Source: an optimization exercise on an open RTL-to-GDS flow (aim: small area and a short achievable clock period). Production flows keep margins and buffers that such runs may drop. Only simulation tests tie the RTL to the original design; equivalence was not proved. Power figures rest on the tool's default switching activity, not on a simulated workload.

`config.mk`:
```
export PLATFORM = sky130hd
export DESIGN_NAME = instruction_fetch_unit
export DESIGN_NICKNAME = instruction_fetch_unit
export VERILOG_FILES = /design/flow/design.v
export SDC_FILE = /design/flow/constraint.sdc
export NUM_CORES = 4
export LEC_CHECK = 0
export CAP_MARGIN = 20
export CORE_MARGIN = 2
export CORE_UTILIZATION = 40
export SETUP_SLACK_MARGIN = 2.5
export SLEW_MARGIN = 20
```
`constraint.sdc`:
```
create_clock -name core_clock -period 5.5 [get_ports {clk}]
set_input_delay 1.1000 -clock core_clock [delete_from_list [all_inputs] [get_ports {clk}]]
set_output_delay 1.1000 -clock core_clock [all_outputs]
set_load 0.01 [all_outputs]
```
`design.v`:
```
module instruction_fetch_unit #(
    parameter int                 DATA_W     = 32,
    parameter int                 IMEM_DEPTH = 64,
    parameter logic [DATA_W-1:0]  HALT_INSTR = 32'hFFFF_FFFF,
    parameter int unsigned        PC_STEP    = 4
) (
    input  logic                          clk,
    input  logic                          rst,
    input  logic                          i_start,
    input  logic                          i_step_mode,
    input  logic                          i_step,
    input  logic                          i_clear,
    input  logic                          i_PC_write,
    input  logic                          i_branch_taken,
    input  logic [DATA_W-1:0]             i_branch_addr,
    input  logic                          i_imem_wr_en,
    input  logic [$clog2(IMEM_DEPTH)-1:0] i_imem_wr_addr,
    input  logic [DATA_W-1:0]             i_imem_wr_data,
    output logic [DATA_W-1:0]             o_pc_plus4,
    output logic [DATA_W-1:0]             o_instr,
    output logic                          o_valid,
    output logic [DATA_W-1:0]             o_pc,
    output logic [1:0]                    o_state,
    output logic                          o_halted,
    output logic [31:0]                   o_fetch_count
);
    localparam int ADDR_W = $clog2(IMEM_DEPTH);
    localparam logic [1:0] S_IDLE   = 2'd0;
    localparam logic [1:0] S_RUN    = 2'd1;
    localparam logic [1:0] S_STEP   = 2'd2;
    localparam logic [1:0] S_HALTED = 2'd3;
    logic [1:0]        state;
    logic              halted;
    logic [DATA_W-1:0] pc;
    logic [DATA_W-1:0] ifid_pc4;
    logic [DATA_W-1:0] ifid_instr;
    logic              ifid_valid;
    logic [DATA_W-1:0] imem [IMEM_DEPTH];
    logic [IMEM_DEPTH-1:0] imem_halt;
    logic              active;      
    logic              fe;
    logic              load;        
    logic              hold;        
    logic              imem_wr_ok;
    logic [DATA_W-1:0] pc_inc;
    logic [IMEM_DEPTH-1:0] rd_sel;      
    logic [IMEM_DEPTH-1:0] br_sel;
    logic [DATA_W-1:0] rd_word;
    logic              rd_halt;
    assign active     = (state == S_RUN) || (state == S_STEP);
    assign fe         = (state == S_RUN) || ((state == S_STEP) && i_step);
    assign load       = fe && i_PC_write && !i_branch_taken;
    assign hold       = active && !i_branch_taken && !i_PC_write;
    assign imem_wr_ok = (state == S_IDLE) || halted;
    assign pc_inc     = pc + DATA_W'(PC_STEP);
    always_ff @(posedge clk) begin
        if (i_imem_wr_en && imem_wr_ok) begin
            imem[i_imem_wr_addr]      <= i_imem_wr_data;
            imem_halt[i_imem_wr_addr] <= (i_imem_wr_data == HALT_INSTR);
        end
    end
    always_comb begin
        rd_word = '0;
        rd_halt = 1'b0;
        for (int i = 0; i < IMEM_DEPTH; i++) begin
            rd_word = rd_word | ({DATA_W{rd_sel[i]}} & imem[i]);
            rd_halt = rd_halt | (rd_sel[i] & imem_halt[i]);
        end
        rd_word = load ? rd_word : '0;
        rd_halt = load & rd_halt;
        for (int i = 0; i < IMEM_DEPTH; i++) begin
            br_sel[i] = (i_branch_addr[ADDR_W+1:2] == ADDR_W'(i));
        end
    end
    always_ff @(posedge clk or posedge rst) begin
        if (rst) begin
            rd_sel <= IMEM_DEPTH'(1);
        end else if (active && i_branch_taken) begin
            rd_sel <= br_sel;
        end else if (load) begin
            rd_sel <= {rd_sel[IMEM_DEPTH-2:0], rd_sel[IMEM_DEPTH-1]};
        end else if (halted && i_clear) begin
            rd_sel <= IMEM_DEPTH'(1);
        end
    end
    always_ff @(posedge clk or posedge rst) begin
        if (rst) begin
            state      <= S_IDLE;
            halted     <= 1'b0;
            pc         <= '0;
            ifid_pc4   <= '0;
            ifid_instr <= '0;
            ifid_valid <= 1'b0;
        end else begin
            if (!hold) begin
                ifid_instr <= rd_word;
                ifid_pc4   <= load ? pc_inc : '0;
                ifid_valid <= load;
            end
            if (active && i_branch_taken) begin
                pc <= i_branch_addr;
            end else if (load) begin
                pc <= pc_inc;
            end else if (halted && i_clear) begin
                pc <= '0;
            end
            if (state == S_IDLE) begin
                if (i_start) begin
                    state <= i_step_mode ? S_STEP : S_RUN;
                end
            end else if (halted) begin
                if (i_clear) begin
                    state  <= S_IDLE;
                    halted <= 1'b0;
                end
            end else if (rd_halt) begin
                state  <= S_HALTED;
                halted <= 1'b1;
            end
        end
    end
    logic [31:0] fetch_count;
    always_ff @(posedge clk or posedge rst) begin
        if (rst) begin
            fetch_count <= '0;
        end else if (halted && i_clear) begin
            fetch_count <= '0;
        end else if (load) begin
            fetch_count <= fetch_count + 32'd1;
        end
    end
    assign o_fetch_count = fetch_count;
    assign o_pc_plus4 = ifid_pc4;
    assign o_instr    = ifid_instr;
    assign o_valid    = ifid_valid;
    assign o_pc       = pc;
    assign o_state    = state;
    assign o_halted   = halted;
endmodule
```
`run.sh`:
```
#!/bin/bash
# synth_recipe.tcl (not shown) runs the flow's synth.tcl, then flattens the netlist and writes it again
# the make line also repeats each setting of config.mk as NAME=value (left out here)
make -C /OpenROAD-flow-scripts/flow DESIGN_CONFIG=/design/flow/config.mk WORK_HOME=/design/flow/orfs CLKGATE_MAP_FILE= SYNTH_SCRIPT=/design/flow/synth_recipe.tcl finish
```
==> metrics.md, run 1 <==
| Metric | Value |
|---|---|
| Status | `timing/DRC/antenna clean` |
| Layout Nets | `roughly 5200` |
| # DRC | `0` |
| EDFF count, synth | `around 2100` |
| Endpoint type of the worst setup path | `flop` |
| Internal | `around 0.03 W` |
| Power per cell area | `about 450 nW/µm²` |
| Sequential Power Share | `45.7%` |
| Maximum clock rate | `approximately 310 MHz` |
| CP startpoint kind | `flop` |
| Share of total power in combinational logic | `20.4%` |
| Worst VDD drop | `roughly 0.37 mV` |
| Layout cells sized above 1 | `between 10% and 20%` |
| Fin crit period | `3.18 ns` |
| Compound-Gate Fraction of Synth Area | `between 10% and 20%` |
| Starting Density | `roughly two fifths` |
| Net count after synthesis | `about 4800` |
| Post-route setup TNS | `0 ns` |
| Final core utilization | `47.3%` |
| Synth unique cells | `47` |
| Critical path class | `flop to flop` |
| Worst skew pair latency | `0.89 ns` |
| Worst-case clock buffer depth | `3` |
| Vias | `roughly 58000` |
| Most frequent cells in the layout | `2112 x edfxtp_1, 580 x a22o_1, 512 x a221oi_1` |
| Global-route wire length before repair | `482000 µm` |
| Synth Register Bits | `2308` |
| Final hold vios | `0` |
| CTS clk-pin slew, worst paths | `roughly 0.06 ns` |
| Final period util | `slightly below 60%` |
| Pre-antenna DRT Iters | `6` |
| RSZ-0062 raised after global routing | `yes` |
| Largest family of logic cells by synthesized area | `compound AO/OA/AOI/OAI gates` |
| Final Max Tran Viols | `0` |
| Slew @ Worst Pin | `between 1 and 1.5 ns` |
| Switching share of power | `just over 30%` |
| Sw Pwr | `between 0.01 and 0.015 W` |
| Initial antenna violation count | `31` |
| Commonest non-fill, non-tap cell in the layout | `edfxtp_1` |
| Synth area leader | `edfxtp_1` |
| GR Util All Layers | `33.0%` |
| Clock Skew | `about 0.051 ns` |
| # hold bufs at CTS | `0` |
| Mapped cell area | `approximately 85000 µm²` |
| Final GP Congestion | `0.912` |
| DRC marker count from the first detailed-route iteration | `between 10000 and 15000` |
| Fill cells | `about 18000` |
| Part of the power in the clock network | `between 30 and 40%` |
| Finished Layout Cells | `between 8000 and 9000` |
| Top area cells in the synthesized netlist | `edfxtp_1 74%, a22o_1 6.0%, dfrtp_1 5.7%` |
| Critical Path RT | `6.24 ns` |
| Simple-Gate Fraction of Synth Area | `4.04%` |
| Die height | `~470 µm` |
| Drt wl/cell | `44.7 µm` |
| Die extent in x | `around 470 µm` |
| Async SR Flop Fraction | `about 8.5%` |
| Max-cap violations | `0` |
| Leak Pwr | `32.4 nW` |
| Cells after Synth | `roughly 4800` |
| Rel. slew slack | `about a quarter` |
| Crit path DAT | `3.92 ns` |
| Die Area | `roughly 220000 µm²` |
| Antenna Nets Post-Route | `0` |
| Routed Wire Length | `366000 µm` |
| Via/cell ratio | `7.08` |
| Power Total | `approximately 0.045 W` |
| Core Footprint | `roughly 210000 µm²` |
| Num CTS Buffers | `roughly 220` |
| Hold slack | `0.475 ns` |
| XOR/XNOR Fraction of Synth Area | `0.627%` |
| Number of synthesis warnings | `1` |
| Clock Sink Count | `around 2300` |
| Row cnt | `169` |
| Grt ovf | `0` |
| Area Overhead vs Synth | `17.6%` |
| Count of final setup violators | `0` |
| Area share of the largest cell type after synthesis | `roughly three quarters` |
| Mean Syn Cell Area | `~18 µm²` |
| Mux share of post-synthesis cell area | `0.238%` |
| H-tree depth | `4` |
| Synth Area in Adders | `less than 1%` |
| Placed instance count | `between 7000 and 8000` |
| Top Ports | `approximately 210` |
| Largest net degree at the start of global routing | `96` |
| Detailed placement HPWL | `between 200000 and 250000 µm` |
| Vias in the first global route | `between 50000 and 60000` |
| Seq/Total Area, Yosys | `between 80% and 90%` |
| Clock root cell | `clkbuf_16` |
| CTS tree | `built` |
| IO Port Bufs | `210` |
| Hold Crit Class | `flop to flop` |
| Post-synth top flop | `edfxtp_1` |
| Max FO, Critical Path | `15` |
[area by class of cell]
cell class | count | area (µm²) | share of cell area [%]
sequential | 2308 | 68500 | 68.4
multi-input combinational | 2107 | 16400 | 16.4
clock buffer | 280 | 5760 | 5.75
timing repair buffer | 510 | 4570 | 4.56
tap | 2821 | 3530 | 3.52
clock inverter | 126 | 1320 | 1.31
inverter | 13 | 56.3 | 0.0562
antenna | 20 | 50.0 | 0.0500
[through the flow]
step                setup slack (ns)  instance area (µm²)
floorplan                       1.87                85600
global placement                1.12                92400
detailed placement              1.14                92400
CTS                             2.42                99900
global route                    2.43               100000
finish                          2.32               100000
[path summary, 6_finish.rpt]
kind	from	cells past startpoint	slack [ns]	endpoint
setup / recovery	rd_sel[44]$_DFFE_PP0P_	5	2.32	ifid_instr[29]$_DFFE_PP0N_
hold / removal	ifid_pc4[28]$_DFFE_PP0N_	1	0.48	ifid_pc4[28]$_DFFE_PP0N_
setup reg to reg	rd_sel[44]$_DFFE_PP0P_	5	2.32	ifid_instr[29]$_DFFE_PP0N_
hold reg to reg	ifid_pc4[28]$_DFFE_PP0N_	1	0.48	ifid_pc4[28]$_DFFE_PP0N_
max in group asynchronous	rst	3	3.87	rd_sel[6]$_DFFE_PP0P_
min in group asynchronous	rst	2	0.54	fetch_count[22]$_DFFE_PP0P_
[metal layers]
metal / wire length, µm / global-route usage, %
met3: 62100 / 12.2
met1: 124000 / 43.3
met2: 155000 / 47.4
met4: 24000 / 17.9
met5: 258 / 0
[synthesized netlist by cell type (3+ instances only)]
cell type / count
and2_1: 9
nor2_1: 219
nand2_1: 188
buf_1: 25
nand4_1: 159
xnor2_1: 21
nand3b_1: 4
nor4_1: 37
or3_1: 7
clkbuf_1: 273
a22oi_1: 4
dfrtp_1: 195
ha_1: 9
a21oi_1: 18
inv_1: 13
and3_1: 5
xor2_1: 40
nor3_1: 17
o21ai_0: 83
a22o_1: 580
mux2_2: 16
a221oi_1: 521
nand3_1: 35
a221oi_2: 8
buf_2: 33
edfxtp_1: 2112
a221o_1: 77
o311ai_0: 3
nor2b_1: 9
a21o_1: 10
and4_1: 6
[state kept, by name, summed over array words and instances, names as in the netlist]
signal and count:
rd_sel 64, state 2, pc 32, ifid_instr 32
ifid_pc4 32, halted 1, ifid_valid 1, imem 2048
imem_halt 64, fetch_count 32
[cells by family after synthesis]
family | after synthesis
AOI/OAI and AO/OA | 1308
xor gates and xnor gates | 61
adders and majority gates | 9
buffers and inverters | 344
DFF | 2308
muxes | 18
and+or+nand+nor | 711
[critical path, stage by stage (launching register included)]
cell and delay, ns:
dfrtp_2 0.76, a22o_1 0.40, a221oi_1 0.75, nand4_1 0.35
nor4_2 0.64, o21ai_0 0.14
[what timing repair did]
action / CTS / global route
endpoints found under the setup margin: 1670 / 821
setup buffers: 21 / 6
cloned: 0 / 0
gates resized for setup: 101 / 46
hold endpoints to repair: 0 / 0
pin swaps: 12 / 5
[power by group through the flow]
| stage | Sequential, W | Combinational [W] | Clock, W |
|---|---|---|---|
| floorplan | 0.0202 | 0.00382 | 0 |
| global placement | 0.0207 | 0.00819 | 0 |
| detailed placement | 0.0207 | 0.00820 | 0 |
| CTS | 0.0204 | 0.00859 | 0.0152 |
| global route | 0.0204 | 0.00916 | 0.0159 |
| finish | 0.0205 | 0.00917 | 0.0152 |
==> run 2: changes to the inputs <==
--- a/design.v
+++ b/design.v
@@ -31,6 +31,7 @@
     localparam logic [1:0] S_HALTED = 2'd3;
     logic [1:0]        state;
     logic              halted;
+    logic              wr_ok;       
     logic [DATA_W-1:0] pc;
     logic [DATA_W-1:0] ifid_pc4;
     logic [DATA_W-1:0] ifid_instr;
@@ -51,7 +52,7 @@
     assign fe         = (state == S_RUN) || ((state == S_STEP) && i_step);
     assign load       = fe && i_PC_write && !i_branch_taken;
     assign hold       = active && !i_branch_taken && !i_PC_write;
-    assign imem_wr_ok = (state == S_IDLE) || halted;
+    assign imem_wr_ok = wr_ok;
     assign pc_inc     = pc + DATA_W'(PC_STEP);
     always_ff @(posedge clk) begin
         if (i_imem_wr_en && imem_wr_ok) begin
@@ -87,6 +88,7 @@
         if (rst) begin
             state      <= S_IDLE;
             halted     <= 1'b0;
+            wr_ok      <= 1'b1;
             pc         <= '0;
             ifid_pc4   <= '0;
             ifid_instr <= '0;
@@ -107,6 +109,7 @@
             if (state == S_IDLE) begin
                 if (i_start) begin
                     state <= i_step_mode ? S_STEP : S_RUN;
+                    wr_ok <= 1'b0;
                 end
             end else if (halted) begin
                 if (i_clear) begin
@@ -116,6 +119,7 @@
             end else if (rd_halt) begin
                 state  <= S_HALTED;
                 halted <= 1'b1;
+                wr_ok  <= 1'b1;
             end
         end
     end
--- a/config.mk
+++ b/config.mk
@@ -8,5 +8,5 @@
 export CAP_MARGIN = 20
 export CORE_MARGIN = 2
 export CORE_UTILIZATION = 40
-export SETUP_SLACK_MARGIN = 2.5
+export SETUP_SLACK_MARGIN = 3.0
 export SLEW_MARGIN = 20
==> run 2 against run 1 <==
Net effect: critical path depth up 3; routed wire length rose by 3.8%; sequential share of layout area shrank 2.9 points; largest power group unchanged; global-route usage grew 0.84 points; still clean on timing, DRC and antenna; clock skew increased by 0.0076 ns.
==> metrics.md, run 2 <==
| Metric | Value |
|---|---|
| Count of final setup violators | `0` |
| Final Max Tran Viols | `0` |
| GR Util All Layers | `about a third` |
| # DRC | `0` |
| Async SR Flop Fraction | `under 10%` |
| EDFF count, synth | `approximately 2100` |
| Leak Pwr | `approximately 35 nW` |
| Synth unique cells | `64` |
| Final Instance Area | `roughly 100000 µm²` |
| Num CTS Buffers | `219` |
| CP startpoint | `i_imem_wr_data[23]` |
| Share of total power in combinational logic | `between 10% and 20%` |
| Critical path class | `input pin to flop` |
| Largest reg by FF count | `imem` |
| R2r startpoint | `rd_sel[32]$_DFFE_PP0P_` |
| Hold slack | `approximately 0.48 ns` |
| Die Area | `between 200000 and 250000 µm²` |
| Simple-Gate Fraction of Synth Area | `under 10%` |
| CTS tree | `built` |
| Layout Nets | `approximately 5600` |
| Critical Path RT | `roughly 6.2 ns` |
| Final hold vios | `0` |
| H-tree depth | `4` |
| IO Port Bufs | `210` |
| Area share of the largest cell type after synthesis | `74.3%` |
| Final period util | `between 40% and 50%` |
| Commonest non-fill, non-tap cell in the layout | `edfxtp_1` |
| Seq/Total Area, Yosys | `approximately 80%` |
| Drt wl/cell | `44.5 µm` |
| Routed Wire Length | `around 380000 µm` |
| CTS clk-pin slew, worst paths | `0.06 ns` |
| Compound-Gate Fraction of Synth Area | `between 10% and 20%` |
| Synth Area in Adders | `0.132%` |
| Clock root cell | `clkbuf_16` |
| Row cnt | `roughly 170` |
| Largest family of logic cells by synthesized area | `compound AO/OA/AOI/OAI gates` |
| Switching share of power | `29.4%` |
| Post-route setup TNS | `0 ns` |
| Vias | `59600` |
| Reg2Reg Depth | `8` |
| Worst-case clock buffer depth | `3` |
| Detailed placement HPWL | `roughly 210000 µm` |
| Part of the power in the clock network | `around a third` |
| Grt ovf | `0` |
| Fill cells | `about 17000` |
| Antenna Nets Post-Route | `0` |
| Starting Density | `between 40% and 50%` |
| Die height | `approximately 470 µm` |
| Sequential Power Share | `a little under half` |
| Cells after Synth | `roughly 4800` |
| Biggest regs | `imem (2048), imem_halt (64), rd_sel (64)` |
| DRC marker count from the first detailed-route iteration | `approximately 14000` |
| Status | `timing/DRC/antenna clean` |
| Via/cell ratio | `6.99` |
| Die extent in x | `between 400 and 500 µm` |
| Vias in the first global route | `between 50000 and 60000` |
| Layout cells sized above 1 | `between 20% and 30%` |
| Top area cells in the synthesized netlist | `edfxtp_1 74%, dfrtp_1 5.7%, a22o_1 5.5%` |
| Clock Skew | `0.0590 ns` |
| Pre-antenna DRT Iters | `6` |
| Top Ports | `~210` |
| Synth Register Bits | `around 2300` |
| # hold bufs at CTS | `0` |
| RSZ-0062 raised after global routing | `yes` |
| Fin crit period | `2.68 ns` |
| Core Footprint | `between 200000 and 250000 µm²` |
| Final core utilization | `between 40% and 50%` |
| Final GP Congestion | `about 0.92` |
| Mux share of post-synthesis cell area | `0.231%` |
| Sw Pwr | `~0.013 W` |
| Max reg flops | `a little over 2000` |
| Largest net degree at the start of global routing | `73` |
| Power per cell area | `414 nW/µm²` |
| Clock Sink Count | `~2300` |
| Count leader, synth | `edfxtp_1` |
| Number of synthesis warnings | `1` |
| Hold Crit Class | `input pin to flop` |
| Crit path DAT | `between 3 and 4 ns` |
| Endpoint type of the worst setup path | `flop` |
| Post-synth top flop | `edfxtp_1` |
| Worst VDD drop | `around 0.38 mV` |
| Synth area leader | `edfxtp_1` |
| Flop2flop setup slack | `approximately 2.9 ns` |
| Initial antenna violation count | `32` |
| Max FO, Critical Path | `8` |
| Rel. slew slack | `32.9%` |
| Commonest cells in the netlist | `2112 x edfxtp_1, 532 x a22o_1, 529 x a221oi_1, 311 x clkbuf_1, 271 x nand2_1` |
| Capturing point of the worst reg2reg path | `ifid_instr[14]$_DFFE_PP0N_` |
| Maximum clock rate | `approximately 370 MHz` |
| XOR/XNOR Fraction of Synth Area | `0.615%` |
| Worst skew pair latency | `around 0.88 ns` |
| Area post-placement | `about 93000 µm²` |
| CP startpoint kind | `input pin` |
| Max-cap violations | `0` |
| Mean Syn Cell Area | `~18 µm²` |
| Net count after synthesis | `a little under 5000` |
| Most frequent cells in the layout | `2112 x edfxtp_1, 527 x a22o_1, 427 x a221oi_1` |
| Global-route wire length before repair | `between 400000 and 500000 µm` |
| Critical Path End | `imem_halt[38]$_DFFE_PP_` |
| Mapped cell area | `between 80000 and 90000 µm²` |
| Internal | `roughly 0.03 W` |
| Area Overhead vs Synth | `22.7%` |
| Slew @ Worst Pin | `0.992 ns` |
run 2: cell types whose count changed in the layout (fill, tap and decap cells not counted), moves of 83 or more:
| cell | previous run | this run |
|---|---|---|
| buf_4 | 252 | 396 |
| clkdlybuf4s50_1 | 150 | 38 |
| buf_6 | 23 | 132 |
| nor2_1 | 151 | 63 |
| a221oi_1 | 512 | 427 |
| nand2_1 | 180 | 263 |
run 2: cell families (layout without fill, tap and decap cells):
kind of cell | Yosys count | after routing
flip-flops | 2309 | 2309
XOR/XNOR | 60 | 60
multiplexers | 17 | 17
adder cells (fa/ha/maj) | 9 | 9
other | 0 | 7
AND/OR/NAND/NOR | 732 | 735
AO/OA/AOI/OAI | 1365 | 1365
buffers and inverters | 352 | 1205
run 2: final cells by class:
type / instances / area [µm²] / area share (%)
Sequential cell: 2309 / 68600 / 65.4
Multi-Input combinational cell: 2186 / 17800 / 16.9
Timing Repair Buffer: 785 / 7970 / 7.60
Clock buffer: 281 / 5880 / 5.61
Tap cell: 2821 / 3530 / 3.37
Clock inverter: 129 / 1040 / 0.994
Inverter: 10 / 41.3 / 0.0394
Antenna cell: 7 / 17.5 / 0.0167
run 2: worst min path at each step:
stage	start	to	slack [ns]	depth (start not counted)
6_report	i_imem_wr_data[23]	imem[52][23]$_DFFE_PP_	0.48	1
2_1_floorplan	wr_ok$_DFFE_PP1P_	wr_ok$_DFFE_PP1P_	0.46	2
3_5_place_dp	ifid_pc4[28]$_DFFE_PP0N_	ifid_pc4[28]$_DFFE_PP0N_	0.47	1
4_1_cts	i_imem_wr_data[23]	imem[52][23]$_DFFE_PP_	0.46	1
5_1_grt	i_imem_wr_data[23]	imem[52][23]$_DFFE_PP_	0.46	1
3_3_place_gp	ifid_instr[27]$_DFFE_PP0N_	ifid_instr[27]$_DFFE_PP0N_	0.46	2
run 2: timing repair:
action                                  in CTS  in global routing
pin swaps                                   81                 52
endpoints found under the hold margin        0                  0
gates resized for setup                   1040                157
setup buffers                              218                 72
endpoints found under the setup margin    2390                290
gates cloned                                 7                  7
run 2: through the flow:
stage | worst slack, ns | cells | power, W
after floorplan | 1.86 | 4844 | 0.0231
after global placement | 1.07 | 7807 | 0.0269
after detailed placement | 1.08 | 7807 | 0.0269
after CTS | 2.82 | 8442 | 0.0426
after global routing | 2.84 | 8524 | 0.0441
final | 2.82 | 8528 | 0.0434
run 2: metal layers:
metal	part of all wire (%)	vias up	GRT usage (%)
met2	42	6463	48.5
met5	0.089	-	0
met1	33	30100	44.5
met4	6.9	20	17.7
met3	18	1335	13.0
li1	-	21700	-
run 2: power groups by stage:
| stage | registers, W | clock network (W) | logic [W] |
|---|---|---|---|
| after floorplan | 0.0203 | 0 | 0.00278 |
| after global placement | 0.0207 | 0 | 0.00620 |
| after detailed placement | 0.0207 | 0 | 0.00624 |
| after CTS | 0.0201 | 0.0148 | 0.00765 |
| after global routing | 0.0201 | 0.0155 | 0.00854 |
| final | 0.0201 | 0.0149 | 0.00849 |
run 2: critical path, cell delays in order:
cell     delay (ns)
buf_16         0.13
nand4_1        0.50
or4_4          0.71
nor2_4         0.11
buf_12         0.15
nand4_1        0.25
buf_6          0.27
o21ai_2        0.13

what the ideal ports hide:
Ports are ideal in the flow. The routed layouts listed here were re-timed in OpenROAD. Step 1 sets driving cells, clkbuf_16 on the clock port and buf_2 on the other inputs (assumed; they add their load-dependent delay and slew). Step 2, shift: input delay + t, output delay - t, t = (earliest + latest rising clock arrival at the registers) / 2. This alone moves slack from input paths to output paths. a / b / c = no drivers / after step 1 / after step 2; a / b = the first two.
run | shift t [ns] | setup slack, ns | worst hold slack (ns)
run 1 | 0.957 | 2.320 / 2.320 / 1.590 | 0.475 / 0.474 / 0.475
run 2 | 0.959 | 2.818 / 2.791 / 1.878 | 0.476 / 0.446 / 0.482
After both steps setup and hold are still met in every run listed. The setup slack of run 2, which loses most, moves by -0.027 ns with the drivers and by -0.940 ns with both steps.
